Background: an optimization exercise with open tools, aiming at small area and a short achievable clock period. Do not read the settings as production practice.

==> inputs of job 3547 <==
==> flow/design.v <==
module letter_tx_queue #(
    parameter int unsigned WIDTH        = 5,
    parameter int unsigned DEPTH        = 1000,
    parameter int unsigned OVERWRITE    = 0,
    parameter int unsigned BUSY_TIMEOUT = 1000
) (
    input  logic                       clk_in,
    input  logic                       rst_in,
    input  logic                       flush_in,
    input  logic                       data_valid_in,
    input  logic [WIDTH-1:0]           data_in,
    input  logic                       tx_busy_in,
    output logic                       tx_valid_out,
    output logic [WIDTH-1:0]           tx_data_out,
    output logic                       full_out,
    output logic                       empty_out,
    output logic [$clog2(DEPTH+1)-1:0] count_out,
    output logic                       overflow_out,
    output logic                       timeout_out
);
    localparam int unsigned CNT_W = $clog2(DEPTH + 1);
    localparam int unsigned TMR_W = $clog2(BUSY_TIMEOUT + 1);
    localparam int unsigned RL    = 20;              
    localparam int unsigned PD    = 5;               
    localparam int unsigned NR    = DEPTH / RL;      
    localparam int unsigned SW    = $clog2(RL);
    localparam int unsigned GW    = (NR > 1) ? $clog2(NR) : 1;
    localparam int unsigned MW    = (PD > 1) ? $clog2(PD) : 1;
    localparam int unsigned NW    = $clog2(PD + 1);
    localparam int unsigned TGW   = (GW > 4) ? 4 : GW;
    localparam int unsigned TG    = 2 ** TGW;
    localparam int unsigned NTG   = (NR + TG - 1) / TG;
    localparam int unsigned THW   = (NTG > 1) ? $clog2(NTG) : 1;
    localparam int unsigned WLW   = GW / 2;
    localparam int unsigned WL    = 2 ** WLW;
    localparam int unsigned NWH   = (NR + WL - 1) / WL;
    typedef enum logic [2:0] {IDLE, FETCH, ISSUE, WAIT_BUSY, WAIT_DONE} state_t;
    state_t           state_q, state_next;
    logic [TMR_W-1:0] timer_q;
    logic [CNT_W-1:0] count_next;
    logic             full_next, empty_next;
    logic             pop_c, push_c, drop_c, timeout_c;
    logic [SW-1:0]    ph_q;                  
    logic [GW-1:0]    wr_g_q;                
    logic [SW-1:0]    wr_s_q;
    logic [GW-1:0]    wp_g_q;                
    logic [GW-1:0]    fp_g_q;                
    logic [SW-1:0]    fp_s_q;
    logic             fvis_q;                
    logic [MW-1:0]    rd_m_q;                
    logic [NW-1:0]    npf_q;                 
    logic [RL-1:0][WIDTH-1:0] pb_q;          
    logic [RL-1:0]            pv_q;          
    logic [PD-1:0][WIDTH-1:0] pf_q;          
    logic [NWH-1:0]   wsh_q;                 
    logic [WL-1:0]    wsl_q;                 
    logic [WIDTH-1:0] wd_q;
    logic                       tv_q;
    logic [MW-1:0]              tm_q;
    logic [THW-1:0]             th_q;
    logic [NTG-1:0][WIDTH-1:0]  tp_q;
    logic [RL-1:0][NR-1:0][WIDTH-1:0] ring_q;
    logic [SW-1:0]    ph_next;
    logic [RL-1:0]    pv_next;
    logic [GW-1:0]    wp_g_next;
    logic             fpend_c, fetch_c, tfetch_c, pfetch_c;
    logic [MW-1:0]    fp_m_c;
    logic [NTG-1:0][WIDTH-1:0] tp_c;
    always_comb begin
        state_next = state_q;
        timeout_c  = 1'b0;
        pop_c      = 1'b0;
        unique case (state_q)
            IDLE:      if (!empty_out) state_next = FETCH;
            FETCH:     state_next = ISSUE;
            ISSUE: begin
                pop_c      = 1'b1;
                state_next = WAIT_BUSY;
            end
            WAIT_BUSY: begin
                if (tx_busy_in) begin
                    state_next = WAIT_DONE;
                end else if (timer_q >= TMR_W'(BUSY_TIMEOUT - 1)) begin
                    timeout_c  = 1'b1;
                    state_next = IDLE;
                end
            end
            WAIT_DONE: if (!tx_busy_in) state_next = IDLE;
            default:   state_next = IDLE;
        endcase
        push_c = data_valid_in && (!full_out || pop_c);
        drop_c = data_valid_in && full_out && !pop_c;
        if (push_c && !pop_c) begin
            count_next = count_out + CNT_W'(1);
            full_next  = (count_out == CNT_W'(DEPTH - 1));
            empty_next = 1'b0;
        end else if (!push_c && pop_c) begin
            count_next = count_out - CNT_W'(1);
            full_next  = 1'b0;
            empty_next = (count_out == CNT_W'(1));
        end else begin
            count_next = count_out;
            full_next  = full_out;
            empty_next = empty_out;
        end
    end
    always_comb begin
        ph_next   = (ph_q == SW'(RL - 1)) ? '0 : ph_q + SW'(1);
        pv_next   = pv_q;
        wp_g_next = wp_g_q;
        for (int k = 0; k < RL; k++) begin
            if (push_c && wr_s_q == SW'(k)) pv_next[k] = 1'b1;
            else if (wsh_q != '0 && ph_q == SW'(k)) pv_next[k] = 1'b0;
        end
        if (wsh_q != '0 && ph_q == SW'(RL - 1))
            wp_g_next = (wp_g_q == GW'(NR - 1)) ? '0 : wp_g_q + GW'(1);
        if (flush_in) begin
            pv_next   = '0;
            wp_g_next = '0;
        end
    end
    always_comb begin
        fpend_c  = pv_q[fp_s_q] && (count_out <= CNT_W'(RL) + CNT_W'(npf_q));
        fetch_c  = (npf_q < NW'(PD)) && (count_out != CNT_W'(npf_q)) && (fpend_c || fvis_q);
        pfetch_c = fetch_c && fpend_c;
        tfetch_c = fetch_c && !fpend_c;
        fp_m_c   = MW'(fp_s_q % SW'(PD));
        for (int h = 0; h < NTG; h++) begin
            tp_c[h] = '0;
            for (int i = 0; i < TG; i++)
                if (h * TG + i < NR && fp_g_q[TGW-1:0] == TGW'(i)) tp_c[h] = ring_q[0][h * TG + i];
        end
    end
    always_ff @(posedge clk_in or negedge rst_in) begin
        if (!rst_in) begin
            state_q      <= IDLE;
            ph_q         <= '0;
            wr_g_q       <= '0;
            wr_s_q       <= '0;
            wp_g_q       <= '0;
            fp_g_q       <= '0;
            fp_s_q       <= '0;
            fvis_q       <= 1'b0;
            rd_m_q       <= '0;
            npf_q        <= '0;
            pv_q         <= '0;
            wsh_q        <= '0;
            wsl_q        <= '0;
            tv_q         <= 1'b0;
            timer_q      <= '0;
            count_out    <= '0;
            full_out     <= 1'b0;
            empty_out    <= 1'b1;
            tx_valid_out <= 1'b0;
            tx_data_out  <= '0;
            overflow_out <= 1'b0;
            timeout_out  <= 1'b0;
        end else begin
            ph_q   <= ph_next;
            pv_q   <= pv_next;
            wp_g_q <= wp_g_next;
            for (int h = 0; h < NWH; h++)
                wsh_q[h] <= pv_next[ph_next] && (wp_g_next / GW'(WL) == GW'(h));
            for (int l = 0; l < WL; l++)
                wsl_q[l] <= (wp_g_next % GW'(WL) == GW'(l));
            tv_q <= tfetch_c && !flush_in;
            if (flush_in) begin
                state_q      <= IDLE;
                wr_g_q       <= '0;
                wr_s_q       <= '0;
                fp_g_q       <= '0;
                fp_s_q       <= '0;
                fvis_q       <= (ph_q == '0);
                rd_m_q       <= '0;
                npf_q        <= '0;
                timer_q      <= '0;
                count_out    <= '0;
                full_out     <= 1'b0;
                empty_out    <= 1'b1;
                tx_valid_out <= 1'b0;
                overflow_out <= 1'b0;
                timeout_out  <= 1'b0;
            end else begin
                state_q <= state_next;
                if (push_c) begin
                    if (wr_s_q == SW'(RL - 1)) begin
                        wr_s_q <= '0;
                        wr_g_q <= (wr_g_q == GW'(NR - 1)) ? '0 : wr_g_q + GW'(1);
                    end else begin
                        wr_s_q <= wr_s_q + SW'(1);
                    end
                end
                if (fetch_c) begin
                    if (fp_s_q == SW'(RL - 1)) begin
                        fp_s_q <= '0;
                        fp_g_q <= (fp_g_q == GW'(NR - 1)) ? '0 : fp_g_q + GW'(1);
                    end else begin
                        fp_s_q <= fp_s_q + SW'(1);
                    end
                end else begin
                    fvis_q <= (fp_s_q == ph_q);
                end
                if (pop_c) rd_m_q <= (rd_m_q == MW'(PD - 1)) ? '0 : rd_m_q + MW'(1);
                npf_q <= npf_q + NW'(fetch_c) - NW'(pop_c);
                timer_q      <= (state_q == ISSUE || state_q == WAIT_BUSY) ? timer_q + TMR_W'(1) : '0;
                count_out    <= count_next;
                full_out     <= full_next;
                empty_out    <= empty_next;
                tx_valid_out <= (state_q == FETCH);
                if (state_q == FETCH) tx_data_out <= pf_q[rd_m_q];
                if (drop_c) overflow_out <= 1'b1;
                timeout_out  <= timeout_c;
            end
        end
    end
    always_ff @(posedge clk_in) begin
        for (int k = 0; k < RL; k++)
            if (wr_s_q == SW'(k)) pb_q[k] <= data_in;
        wd_q <= (wr_s_q == ph_next) ? data_in : pb_q[ph_next];
        tm_q <= fp_m_c;
        th_q <= THW'(fp_g_q >> TGW);
        tp_q <= tp_c;
        for (int m = 0; m < PD; m++) begin
            if (pfetch_c && fp_m_c == MW'(m)) pf_q[m] <= pb_q[fp_s_q];
            else if (tv_q && tm_q == MW'(m)) pf_q[m] <= tp_q[th_q];
        end
    end
    always_ff @(posedge clk_in) begin
        for (int g = 0; g < NR; g++) begin
            ring_q[0][g] <= (wsh_q[g / WL] && wsl_q[g % WL]) ? wd_q : ring_q[RL-1][g];
            for (int k = 1; k < RL; k++) ring_q[k][g] <= ring_q[k-1][g];
        end
    end
endmodule
==> flow/run.sh <==
#!/bin/bash
# synth_recipe.tcl (not shown) runs the flow's synth.tcl, then flattens the netlist and writes it again
# the make line also repeats each setting of config.mk as NAME=value (left out here)
make -C /OpenROAD-flow-scripts/flow DESIGN_CONFIG=/design/flow/config.mk WORK_HOME=/design/flow/orfs CLKGATE_MAP_FILE= SYNTH_SCRIPT=/design/flow/synth_recipe.tcl finish
==> flow/config.mk <==
export PLATFORM = sky130hd
export DESIGN_NAME = letter_tx_queue
export DESIGN_NICKNAME = letter_tx_queue
export VERILOG_FILES = /design/flow/design.v
export SDC_FILE = /design/flow/constraint.sdc
export NUM_CORES = 4
export LEC_CHECK = 0
export ABC_CLOCK_PERIOD_IN_PS = 2800
export CAP_MARGIN = 20
export CORE_MARGIN = 2
export CORE_UTILIZATION = 55
export SETUP_SLACK_MARGIN = 3.0
export SLEW_MARGIN = 20
export SYNTH_MEMORY_MAX_BITS = 8192
==> flow/constraint.sdc <==
create_clock -name core_clock -period 5.8 [get_ports {clk_in}]
set_input_delay 1.1600 -clock core_clock [delete_from_list [all_inputs] [get_ports {clk_in}]]
set_output_delay 1.1600 -clock core_clock [all_outputs]
set_load 0.01 [all_outputs]
==> job 7298: changes against job 3547 <==
==> flow/design.v, changed modules only <==
module letter_tx_queue #(
    parameter int unsigned WIDTH        = 5,
    parameter int unsigned DEPTH        = 1000,
    parameter int unsigned OVERWRITE    = 0,
    parameter int unsigned BUSY_TIMEOUT = 1000
) (
    input  logic                       clk_in,
    input  logic                       rst_in,
    input  logic                       flush_in,
    input  logic                       data_valid_in,
    input  logic [WIDTH-1:0]           data_in,
    input  logic                       tx_busy_in,
    output logic                       tx_valid_out,
    output logic [WIDTH-1:0]           tx_data_out,
    output logic                       full_out,
    output logic                       empty_out,
    output logic [$clog2(DEPTH+1)-1:0] count_out,
    output logic                       overflow_out,
    output logic                       timeout_out
);
    localparam int unsigned CNT_W = $clog2(DEPTH + 1);
    localparam int unsigned TMR_W = $clog2(BUSY_TIMEOUT + 1);
    localparam int unsigned RL    = 20;              
    localparam int unsigned PD    = 5;               
    localparam int unsigned NR    = DEPTH / RL;      
    localparam int unsigned SW    = $clog2(RL);
    localparam int unsigned GW    = (NR > 1) ? $clog2(NR) : 1;
    localparam int unsigned TGW   = (GW > 4) ? 4 : GW;
    localparam int unsigned TG    = 2 ** TGW;
    localparam int unsigned NTG   = (NR + TG - 1) / TG;
    localparam int unsigned THW   = (NTG > 1) ? $clog2(NTG) : 1;
    localparam int unsigned WLW   = GW / 2;
    localparam int unsigned WL    = 2 ** WLW;
    localparam int unsigned NWH   = (NR + WL - 1) / WL;
    typedef enum logic [2:0] {IDLE, FETCH, ISSUE, WAIT_BUSY, WAIT_DONE} state_t;
    state_t           state_q, state_next;
    logic [TMR_W-1:0] timer_q;
    logic [CNT_W-1:0] count_next;
    logic             full_next, empty_next;
    logic             pop_c, push_c, drop_c, timeout_c;
    logic [SW-1:0]    ph_q;                  
    logic [GW-1:0]    wr_g_q;                
    logic [SW-1:0]    wr_s_q;
    logic [GW-1:0]    wp_g_q;                
    logic [GW-1:0]    fp_g_q;                
    logic [SW-1:0]    fp_s_q;
    logic [PD-1:0]    fp_m_q;                
    logic [PD-1:0]    rd_m_q;                
    logic [PD-1:0]    npf_q;                 
    logic [CNT_W-1:0] nf_q;                  
    logic             nfz_q;                 
    logic             nfl_q;                 
    logic             fpv_q;                 
    logic             fvis_q;                
    logic [RL-1:0][WIDTH-1:0] pb_q;          
    logic [RL-1:0]            pv_q;          
    logic [PD-1:0][WIDTH-1:0] pf_q;          
    logic [NWH-1:0]   wsh_q;                 
    logic [WL-1:0]    wsl_q;                 
    logic [WIDTH-1:0] wd_q;
    logic                       tv_q;
    logic [PD-1:0]              tm_q;
    logic [THW-1:0]             th_q;
    logic [NTG-1:0][WIDTH-1:0]  tp_q;
    logic [RL-1:0][NR-1:0][WIDTH-1:0] ring_q;
    logic [SW-1:0]    ph_next, fp_s_inc, fp_s_next;
    logic [GW-1:0]    wp_g_next;
    logic             we_c, fetch_c, tfetch_c, pfetch_c, wv_next;
    logic [NTG-1:0][WIDTH-1:0] tp_c;
    always_comb begin
        state_next = state_q;
        timeout_c  = 1'b0;
        pop_c      = 1'b0;
        unique case (state_q)
            IDLE:      if (!empty_out) state_next = FETCH;
            FETCH:     state_next = ISSUE;
            ISSUE: begin
                pop_c      = 1'b1;
                state_next = WAIT_BUSY;
            end
            WAIT_BUSY: begin
                if (tx_busy_in) begin
                    state_next = WAIT_DONE;
                end else if (timer_q >= TMR_W'(BUSY_TIMEOUT - 1)) begin
                    timeout_c  = 1'b1;
                    state_next = IDLE;
                end
            end
            WAIT_DONE: if (!tx_busy_in) state_next = IDLE;
            default:   state_next = IDLE;
        endcase
        push_c = data_valid_in && (!full_out || pop_c);
        drop_c = data_valid_in && full_out && !pop_c;
        if (push_c && !pop_c) begin
            count_next = count_out + CNT_W'(1);
            full_next  = (count_out == CNT_W'(DEPTH - 1));
            empty_next = 1'b0;
        end else if (!push_c && pop_c) begin
            count_next = count_out - CNT_W'(1);
            full_next  = 1'b0;
            empty_next = (count_out == CNT_W'(1));
        end else begin
            count_next = count_out;
            full_next  = full_out;
            empty_next = empty_out;
        end
    end
    always_comb begin
        we_c      = wsh_q != '0;
        ph_next   = (ph_q == SW'(RL - 1)) ? '0 : ph_q + SW'(1);
        wp_g_next = wp_g_q;
        if (we_c && ph_q == SW'(RL - 1))
            wp_g_next = (wp_g_q == GW'(NR - 1)) ? '0 : wp_g_q + GW'(1);
        wv_next   = pv_q[ph_next] || (push_c && wr_s_q == ph_next);
        if (flush_in) begin
            wp_g_next = '0;
            wv_next   = 1'b0;
        end
    end
    always_comb begin
        fetch_c  = !npf_q[PD-1] && nfz_q && ((fpv_q && nfl_q) || fvis_q);
        pfetch_c = fetch_c && fpv_q && nfl_q;
        tfetch_c = fetch_c && !(fpv_q && nfl_q);
        fp_s_inc = (fp_s_q == SW'(RL - 1)) ? '0 : fp_s_q + SW'(1);
        fp_s_next = fetch_c ? fp_s_inc : fp_s_q;
        for (int h = 0; h < NTG; h++) begin
            tp_c[h] = '0;
            for (int i = 0; i < TG; i++)
                if (h * TG + i < NR && fp_g_q[TGW-1:0] == TGW'(i)) tp_c[h] = ring_q[0][h * TG + i];
        end
    end
    always_ff @(posedge clk_in or negedge rst_in) begin
        if (!rst_in) begin
            state_q      <= IDLE;
            ph_q         <= '0;
            wr_g_q       <= '0;
            wr_s_q       <= '0;
            wp_g_q       <= '0;
            fp_g_q       <= '0;
            fp_s_q       <= '0;
            fp_m_q       <= PD'(1);
            rd_m_q       <= PD'(1);
            npf_q        <= '0;
            nf_q         <= '0;
            nfz_q        <= 1'b0;
            nfl_q        <= 1'b1;
            fpv_q        <= 1'b0;
            fvis_q       <= 1'b0;
            pv_q         <= '0;
            wsh_q        <= '0;
            wsl_q        <= '0;
            tv_q         <= 1'b0;
            timer_q      <= '0;
            count_out    <= '0;
            full_out     <= 1'b0;
            empty_out    <= 1'b1;
            tx_valid_out <= 1'b0;
            tx_data_out  <= '0;
            overflow_out <= 1'b0;
            timeout_out  <= 1'b0;
        end else begin
            ph_q   <= ph_next;
            wp_g_q <= wp_g_next;
            for (int h = 0; h < NWH; h++)
                wsh_q[h] <= wv_next && (wp_g_next / GW'(WL) == GW'(h));
            for (int l = 0; l < WL; l++)
                wsl_q[l] <= (wp_g_next % GW'(WL) == GW'(l));
            tv_q <= tfetch_c && !flush_in;
            if (flush_in) begin
                state_q      <= IDLE;
                wr_g_q       <= '0;
                wr_s_q       <= '0;
                fp_g_q       <= '0;
                fp_s_q       <= '0;
                fp_m_q       <= PD'(1);
                rd_m_q       <= PD'(1);
                npf_q        <= '0;
                nf_q         <= '0;
                nfz_q        <= 1'b0;
                nfl_q        <= 1'b1;
                fpv_q        <= 1'b0;
                fvis_q       <= (ph_q == '0);
                pv_q         <= '0;
                timer_q      <= '0;
                count_out    <= '0;
                full_out     <= 1'b0;
                empty_out    <= 1'b1;
                tx_valid_out <= 1'b0;
                overflow_out <= 1'b0;
                timeout_out  <= 1'b0;
            end else begin
                state_q <= state_next;
                for (int k = 0; k < RL; k++) begin
                    if (push_c && wr_s_q == SW'(k)) pv_q[k] <= 1'b1;
                    else if (we_c && ph_q == SW'(k)) pv_q[k] <= 1'b0;
                end
                fpv_q <= (push_c && wr_s_q == fp_s_next) ||
                         (pv_q[fp_s_next] && !(we_c && ph_q == fp_s_next));
                if (push_c) begin
                    if (wr_s_q == SW'(RL - 1)) begin
                        wr_s_q <= '0;
                        wr_g_q <= (wr_g_q == GW'(NR - 1)) ? '0 : wr_g_q + GW'(1);
                    end else begin
                        wr_s_q <= wr_s_q + SW'(1);
                    end
                end
                if (fetch_c) begin
                    fp_s_q <= fp_s_inc;
                    if (fp_s_q == SW'(RL - 1))
                        fp_g_q <= (fp_g_q == GW'(NR - 1)) ? '0 : fp_g_q + GW'(1);
                    fp_m_q <= {fp_m_q[PD-2:0], fp_m_q[PD-1]};
                end else begin
                    fvis_q <= (fp_s_q == ph_q);
                end
                if (pop_c) rd_m_q <= {rd_m_q[PD-2:0], rd_m_q[PD-1]};
                if (fetch_c && !pop_c)      npf_q <= {npf_q[PD-2:0], 1'b1};
                else if (!fetch_c && pop_c) npf_q <= {1'b0, npf_q[PD-1:1]};
                if (push_c && !fetch_c) begin
                    nf_q  <= nf_q + CNT_W'(1);
                    nfz_q <= 1'b1;
                    nfl_q <= (nf_q < CNT_W'(RL));
                end else if (!push_c && fetch_c) begin
                    nf_q  <= nf_q - CNT_W'(1);
                    nfz_q <= (nf_q != CNT_W'(1));
                    nfl_q <= (nf_q <= CNT_W'(RL + 1));
                end
                timer_q      <= (state_q == ISSUE || state_q == WAIT_BUSY) ? timer_q + TMR_W'(1) : '0;
                count_out    <= count_next;
                full_out     <= full_next;
                empty_out    <= empty_next;
                tx_valid_out <= (state_q == FETCH);
                if (state_q == FETCH)
                    for (int m = 0; m < PD; m++)
                        if (rd_m_q[m]) tx_data_out <= pf_q[m];
                if (drop_c) overflow_out <= 1'b1;
                timeout_out  <= timeout_c;
            end
        end
    end
    always_ff @(posedge clk_in) begin
        for (int k = 0; k < RL; k++)
            if (wr_s_q == SW'(k)) pb_q[k] <= data_in;
        wd_q <= (wr_s_q == ph_next) ? data_in : pb_q[ph_next];
        tm_q <= fp_m_q;
        th_q <= THW'(fp_g_q >> TGW);
        tp_q <= tp_c;
        for (int m = 0; m < PD; m++) begin
            if (pfetch_c && fp_m_q[m]) pf_q[m] <= pb_q[fp_s_q];
            else if (tv_q && tm_q[m])  pf_q[m] <= tp_q[th_q];
        end
    end
    always_ff @(posedge clk_in) begin
        for (int g = 0; g < NR; g++) begin
            ring_q[0][g] <= (wsh_q[g / WL] && wsl_q[g % WL]) ? wd_q : ring_q[RL-1][g];
            for (int k = 1; k < RL; k++) ring_q[k][g] <= ring_q[k-1][g];
        end
    end
endmodule
==> flow/flow/run.sh (new file) <==
#!/bin/bash
set -euo pipefail
cd "$(dirname "$0")/.."
export CTS_ARGS="$(cat flow/cts_args.txt)"
echo "CTS_ARGS=$CTS_ARGS" > flow_cts_args.log
bash standard.sh > flow_standard.log 2>&1
==> flow/flow/cts_args.txt (new file) <==
-sink_clustering_enable -repair_clock_nets -dont_use_dummy_load -sink_clustering_size 28 -sink_clustering_max_diameter 60
==> flow/standard.sh (new file) <==
#!/bin/bash
# synth_recipe.tcl (not shown) runs the flow's synth.tcl, then flattens the netlist and writes it again
# the make line also repeats each setting of config.mk as NAME=value (left out here)
make -C /OpenROAD-flow-scripts/flow DESIGN_CONFIG=/design/flow/config.mk WORK_HOME=/design/flow/orfs CLKGATE_MAP_FILE= SYNTH_SCRIPT=/design/flow/synth_recipe.tcl "${@:-finish}"
removed: flow/run.sh
==> job 2157: changes against job 3547 <==
- ABC_CLOCK_PERIOD_IN_PS: 2800 -> default
- SETUP_SLACK_MARGIN: 3.0 -> 2.7
==> comparison <==
Job 7298 passed the timing, design-rule and antenna checks. Job 3547 finished clean. Job 2157 completed with no timing, DRC or antenna violations.
Via count: job 3547 is higher than job 2157 (about 1%).
Cell area, highest first: job 3547, job 2157, job 7298.
Register-to-register slack: job 7298 > job 3547 > job 2157.
In flip-flop and latch count, job 2157 and job 3547 do not differ.
==> figures <==
Clock slew seen by the registers of the worst setup and hold paths: job 7298 0.10 ns; job 2157 0.06 ns; job 3547 0.07 ns
Status: job 7298 complete, no violations; job 2157 complete, no violations; job 3547 complete, no violations
Number of gates on the worst path with buffers counted: job 7298 9; job 2157 15; job 3547 14
Number of sinks driven by the clock tree: job 7298 5282; job 2157 5258; job 3547 5258
Initial DRC Count: job 7298 2956; job 2157 2674; job 3547 3092
Detailed Routing Iterations Pass 1: job 7298 7; job 2157 6; job 3547 6
Cells after Synth: job 7298 6737; job 2157 6693; job 3547 6693
Post-route standard cell area excluding fillers: job 7298 0.129 mm2; job 2157 0.139 mm2; job 3547 0.139 mm2
Clock-cell share of area: job 7298 4.37%; job 2157 11.4%; job 3547 11.1%
Area added between synthesis and finish: job 7298 8.28%; job 2157 17.6%; job 3547 17.8%
No functional check of the RTL was part of any run of this note.

==> afterwards: timing with drivers on the ports <==
How much do the figures lean on ideal ports? The routed layouts below were timed once more, with nothing changed but the port constraints.
Step 1 (the two cells are an assumption about what drives the block):
set clk [get_ports {clk_in}]
set_driving_cell -lib_cell sky130_fd_sc_hd__clkbuf_16 $clk
set_driving_cell -lib_cell sky130_fd_sc_hd__buf_2 [delete_from_list [all_inputs] $clk]
Step 2 also shifts input and output timing later by t, the mid clock arrival at the registers, as if the neighbouring blocks saw the same clock.
Slacks: no drivers / after step 1 / after step 2; pairs: no drivers / after step 1.
| run | t (ns) | setup WS [ns] | worst hold slack (ns) | worst register clock-pin slew, ns |
|---|---|---|---|---|
| job 3547 | 1.051 | 2.647 / 2.647 / 2.433 | 0.207 / 0.138 / 0.258 | 0.07 / 0.07 |
| job 7298 | 0.907 | 3.057 / 3.006 / 2.423 | 0.233 / 0.233 / 0.233 | 0.10 / 0.10 |
| job 2157 | 1.043 | 2.625 / 2.625 / 1.915 | 0.250 / 0.250 / 0.250 | 0.07 / 0.07 |
After both steps setup and hold are still met in every run listed. The setup slack of job 2157, which loses most, moves by 0.000 ns with the drivers and by -0.710 ns with both steps.
